What follows belongs to an exercise in optimizing a design on an open flow for small area, a short achievable clock period and few clock cycles per item; a production flow would make more cautious choices. In this exercise RTL edits were held to simulation tests only and were not proved equivalent to the original.

==> inputs of exp/cedar <==
## muldiv_controller
module muldiv_controller
#(
   parameter int XLEN = muldiv_controller_pkg::XLEN_DEF
) (
   input  logic            CLK,
   input  logic            RESET,
   input  logic            START,
   input  logic [2:0]      FUNCT3,
   input  logic [XLEN-1:0] OPERAND_A,
   input  logic [XLEN-1:0] OPERAND_B,
   input  logic            FLUSH,
   output logic            BUSY,
   output logic            DONE,
   output logic [XLEN-1:0] RESULT
);
Settings: LEC_CHECK=0, ABC_AREA=1, CAP_MARGIN=20, CORE_MARGIN=2, CORE_UTILIZATION=50, SLEW_MARGIN=20, TNS_END_PERCENT=0; clock period 11.0 ns.
standard.sh (not shown) runs the stock make flow with config.mk's settings and CLKGATE_MAP_FILE= SYNTH_SCRIPT=/design/flow/synth_recipe.tcl, a recipe that flattens the netlist after the stock synthesis.
==> flow/flow/run.sh <==
#!/bin/bash
# Standard ORFS layout (the standard.sh), with two changes to how it is made:
#  - timing repair aims for MARGIN ns of setup slack at the design's clock period
#    (the SDC is unchanged), repairing only the worst path (TNS_END_PERCENT in config.mk);
#  - the port buffers that buffer_ports puts on every input and output are buf_1 cells.
# make's full output goes to flow_make.log in this folder.
set -euo pipefail
MARGIN=$(cat flow/margin.txt)
export BUFFER_PORTS_ARGS="-buffer_cell sky130_fd_sc_hd__buf_1"
bash standard.sh finish SETUP_SLACK_MARGIN=$MARGIN > flow_make.log 2>&1
==> flow/flow/margin.txt <==
8
==> inputs of exp/zinc, as changes to exp/cedar <==
--- a/flow/design.v
+++ b/flow/design.v
@@ -42,31 +42,11 @@
       if (i_two1) w_pp1 = {i_m[32], i_m, 3'b000};
       w_pp1 = w_pp1 ^ {37{i_neg1}};
    end
    assign w_s   = i_op1 ^ w_pp0 ^ w_pp1;
    assign w_c   = {(i_op1[35:0] & w_pp0[35:0]) | (i_op1[35:0] & w_pp1[35:0]) | (w_pp0[35:0] & w_pp1[35:0]), i_cin1};
-   logic [36:0] w_g, w_p;
-   always_comb begin
-      logic [36:0] g, p, gn, pn;
-      g = w_s & w_c;
-      p = w_s ^ w_c;
-      g[0] = g[0] | (p[0] & i_cin0);
-      for (int d = 1; d < 37; d = d * 2) begin
-         gn = g;
-         pn = p;
-         for (int i = 0; i < 37; i++)
-            if ((i / d) % 2 == 1) begin
-               gn[i] = g[i] | (p[i] & g[(i / d) * d - 1]);
-               pn[i] = p[i] & p[(i / d) * d - 1];
-            end
-         g = gn;
-         p = pn;
-      end
-      w_g = g;
-   end
-   assign w_p   = w_s ^ w_c;
-   assign o_sum = w_p ^ {w_g[35:0], i_cin0};
+   assign o_sum = w_s + w_c + {36'b0, i_cin0};
 endmodule
 module muldiv_controller
 #(
    parameter int XLEN = muldiv_controller_pkg::XLEN_DEF
 ) (
@@ -98,27 +78,24 @@
    logic        c_one0, c_two0, c_neg0, c_cin0, c_one1, c_two1, c_neg1, c_cin1;
    logic [31:0] r_x;         
    logic [31:0] r_l;         
    logic [33:0] r_h;         
    logic        r_e;         
-   localparam int MS  = 12;    
-   localparam int DSA = 16;    
-   localparam int DSB = 5;
    logic w_in_div, w_in_sdiv, w_in_rem, w_in_b0, w_in_nega, w_in_sb;
    assign w_in_div  = muldiv_controller_pkg::is_div(FUNCT3);
    assign w_in_sdiv = muldiv_controller_pkg::is_div_signed(FUNCT3);
    assign w_in_rem  = muldiv_controller_pkg::is_rem(FUNCT3);
    assign w_in_b0   = (OPERAND_B == 32'b0);
    assign w_in_nega = w_in_sdiv & OPERAND_A[31];
    assign w_in_sb   = w_in_sdiv & OPERAND_B[31];
    logic w_ms12;
-   assign w_ms12 = (r_l[MS-1:0] == {MS{r_e}}) && (r_n >= 6'(MS));
+   assign w_ms12 = (r_l[11:0] == {12{r_e}}) && (r_n >= 6'd12);
    logic [31:0] w_bm;
    logic [32:0] w_s;         
    logic [31:0] w_f;         
-   logic [31+DSA:0] w_r16;
-   logic [31+DSB:0] w_r5;
+   logic [47:0] w_r16;
+   logic [36:0] w_r5;
    logic        w_ds16, w_ds5;
    assign w_bm = r_x ^ {32{r_sb}};
    always_comb begin
       logic [31:0] p;
       p = w_bm;
@@ -126,14 +103,14 @@
          for (int i = 0; i < 32; i++)
             if (i + d < 32) p[i] = p[i] | p[i + d];
       w_s = {1'b0, p};
    end
    assign w_f   = ~w_s[32:1];
-   assign w_r16 = {r_h[31:0], r_l[31:32-DSA]};
-   assign w_r5  = {r_h[31:0], r_l[31:32-DSB]};
-   assign w_ds16 = ~r_h[33] && ~|(w_r16[31:0] & w_f) && ~|w_r16[31+DSA:32] && (r_n >= 6'(DSA));
-   assign w_ds5  = ~r_h[33] && ~|(w_r5[31:0]  & w_f) && ~|w_r5[31+DSB:32]  && (r_n >= 6'(DSB));
+   assign w_r16 = {r_h[31:0], r_l[31:16]};
+   assign w_r5  = {r_h[31:0], r_l[31:27]};
+   assign w_ds16 = ~r_h[33] && ~|(w_r16[31:0] & w_f) && ~|w_r16[47:32] && (r_n >= 6'd16);
+   assign w_ds5  = ~r_h[33] && ~|(w_r5[31:0]  & w_f) && ~|w_r5[36:32]  && (r_n >= 6'd5);
    logic w_s16, w_s12, w_s5, w_skip;
    assign w_s12  = r_mul & w_ms12;
    assign w_s16  = r_div & w_ds16;
    assign w_s5   = r_div & w_ds5;
    assign w_skip = w_s16 | w_s12 | w_s5;
@@ -161,17 +138,17 @@
    );
    assign w_ge = ~w_sum[36];
    logic [5:0] w_nn;          
    logic       w_last, w_fixnext, w_end;
    always_comb begin
-      if (w_s16)      w_nn = r_n - 6'(DSA);
-      else if (w_s12) w_nn = r_n - 6'(MS);
-      else if (w_s5)  w_nn = r_n - 6'(DSB);
+      if (w_s16)      w_nn = r_n - 6'd16;
+      else if (w_s12) w_nn = r_n - 6'd12;
+      else if (w_s5)  w_nn = r_n - 6'd5;
       else if (r_mul) w_nn = r_n - 6'd4;
       else            w_nn = r_n - 6'd1;
    end
-   assign w_last = (w_s16 & (r_n == 6'(DSA))) | (w_s12 & (r_n == 6'(MS))) | (w_s5 & (r_n == 6'(DSB)))
+   assign w_last = (w_s16 & (r_n == 6'd16)) | (w_s12 & (r_n == 6'd12)) | (w_s5 & (r_n == 6'd5))
                  | (~w_skip & ((r_mul & (r_n == 6'd4)) | (r_div & (r_n == 6'd1))));
    logic f_corr, f_mfix, f_neg;
    assign f_mfix = r_mul;
    assign f_corr = r_div & r_rem & ~w_skip & ~w_ge;
    assign f_neg  = r_div & r_negres;
@@ -198,11 +175,11 @@
    always_comb begin
       if (!r_busy) begin
          n_lb = OPERAND_A[3:0];
          n_e  = 1'b0;
       end else if (w_s12) begin
-         n_lb = r_l[MS+3:MS];
+         n_lb = r_l[15:12];
          n_e  = r_e;
       end else begin
          n_lb = r_l[7:4];
          n_e  = r_l[3];
       end
@@ -272,25 +249,25 @@
          if (!r_rem) r_l <= '1;
       end else begin
          if (r_mul | r_div) r_n <= w_nn;
          if (r_mul) r_e <= n_e;
          if (r_mul) begin
-            if (w_s12)      r_h <= {{MS{r_h[33]}}, r_h[33:MS]};
+            if (w_s12)      r_h <= {{12{r_h[33]}}, r_h[33:12]};
             else            r_h <= {w_sum[36], w_sum[36:4]};
          end else if (r_div) begin
             if (w_s16)      r_h <= {2'b00, w_r16[31:0]};
             else if (w_s5)  r_h <= {2'b00, w_r5[31:0]};
             else            r_h <= w_sum[33:0];
          end else if (r_fix & r_hi) begin
             r_h <= w_sum[33:0];
          end
          if (r_mul) begin
-            if (w_s12)      r_l <= {r_h[MS-1:0], r_l[31:MS]};
+            if (w_s12)      r_l <= {r_h[11:0], r_l[31:12]};
             else            r_l <= {w_sum[3:0], r_l[31:4]};
          end else if (r_div) begin
-            if (w_s16)      r_l <= {r_l[31-DSA:0], DSA'(0)};
-            else if (w_s5)  r_l <= {r_l[31-DSB:0], DSB'(0)};
+            if (w_s16)      r_l <= {r_l[15:0], 16'b0};
+            else if (w_s5)  r_l <= {r_l[26:0], 5'b0};
             else            r_l <= {r_l[30:0], w_ge};
          end else if (r_nega | (r_fix & ~r_hi)) begin
             r_l <= w_sum[31:0];
          end
       end
==> flow/run.sh (new file) <==
#!/bin/bash
# synth_recipe.tcl (not shown) runs the flow's synth.tcl, then flattens the netlist and writes it again
# the make line also repeats each setting of config.mk as NAME=value (left out here)
make -C /OpenROAD-flow-scripts/flow DESIGN_CONFIG=/design/flow/config.mk WORK_HOME=/design/flow/orfs CLKGATE_MAP_FILE= SYNTH_SCRIPT=/design/flow/synth_recipe.tcl finish
- ABC_AREA: 1 -> unset
- CORE_UTILIZATION: 50 -> 30
- SETUP_SLACK_MARGIN: unset -> 5
- TNS_END_PERCENT: 0 -> unset
removed: flow/flow/run.sh
removed: flow/flow/margin.txt
removed: flow/standard.sh
==> key figures <==
Status
  • Status: finished clean

Final layout
  • Commonest non-fill, non-tap cells in the layout: 221 x nand2_1, 162 x a21oi_1, 127 x o21ai_0

Clock network
  • Post-CTS resize count: 0

Die
  • Die extent in x: between 200 and 250 microns
  • CORE AREA: about 48,000 sq um
  • Rows: 80

Logic synthesis
  • Netlist Area Pre-Place: between 10,000 and 15,000 sq um
  • Post-synthesis cell type count: roughly 90

GRT
  • Met1 Usage GRT: between 30% and 40%
The numbers above come from exp/zinc.

==> key figures <==
Status
  • Status: finished clean

Clock network
  • Post-CTS resize count: 140

Die
  • Rows: 61
  • Die extent in x: 171 microns
  • CORE AREA: between 20,000 and 30,000 sq um

Route
  • Detailed Routing Iterations Pass 1: 10

Final layout
  • Commonest non-fill, non-tap cells in the layout: 484 x nand2_1, 212 x inv_1, 182 x nor2_1

Logic synthesis
  • Netlist Area Pre-Place: around 14,000 sq um
  • Post-synthesis cell type count: 56
The numbers above come from exp/cedar.

Testbench counts of exp/cedar, summed over its fixed seeds: cycles 41,404, ops 4,800.
Testbench counts of exp/zinc, summed over its fixed seeds: cycles 41,404, ops 4,800.

afterwards: timing with drivers on the ports:
Ports are ideal in the flow. The routed layouts listed here were re-timed in OpenROAD. Step 1 (the two cells are an assumption about what drives the block):
set clk [get_ports {CLK}]
set_driving_cell -lib_cell sky130_fd_sc_hd__clkbuf_16 $clk
set_driving_cell -lib_cell sky130_fd_sc_hd__buf_2 [delete_from_list [all_inputs] $clk]
Step 2 also shifts input and output timing later by t, the mid clock arrival at the registers, as if the neighbouring blocks saw the same clock. Slacks: ideal / step 1 / step 2; pairs: ideal / step 1.
| run | t (ns) | setup WS [ns] | hold slack, ns | clock arrival spread, ns |
|---|---|---|---|---|
| exp/cedar | 0.510 | 6.946 / 6.905 / 6.946 | 0.449 / 0.449 / 0.449 | 0.017 / 0.017 |
| exp/zinc | 0.522 | 5.141 / 5.141 / 5.141 | 0.502 / 0.502 / 0.502 | 0.017 / 0.017 |
After both steps setup and hold are still met in every run listed.
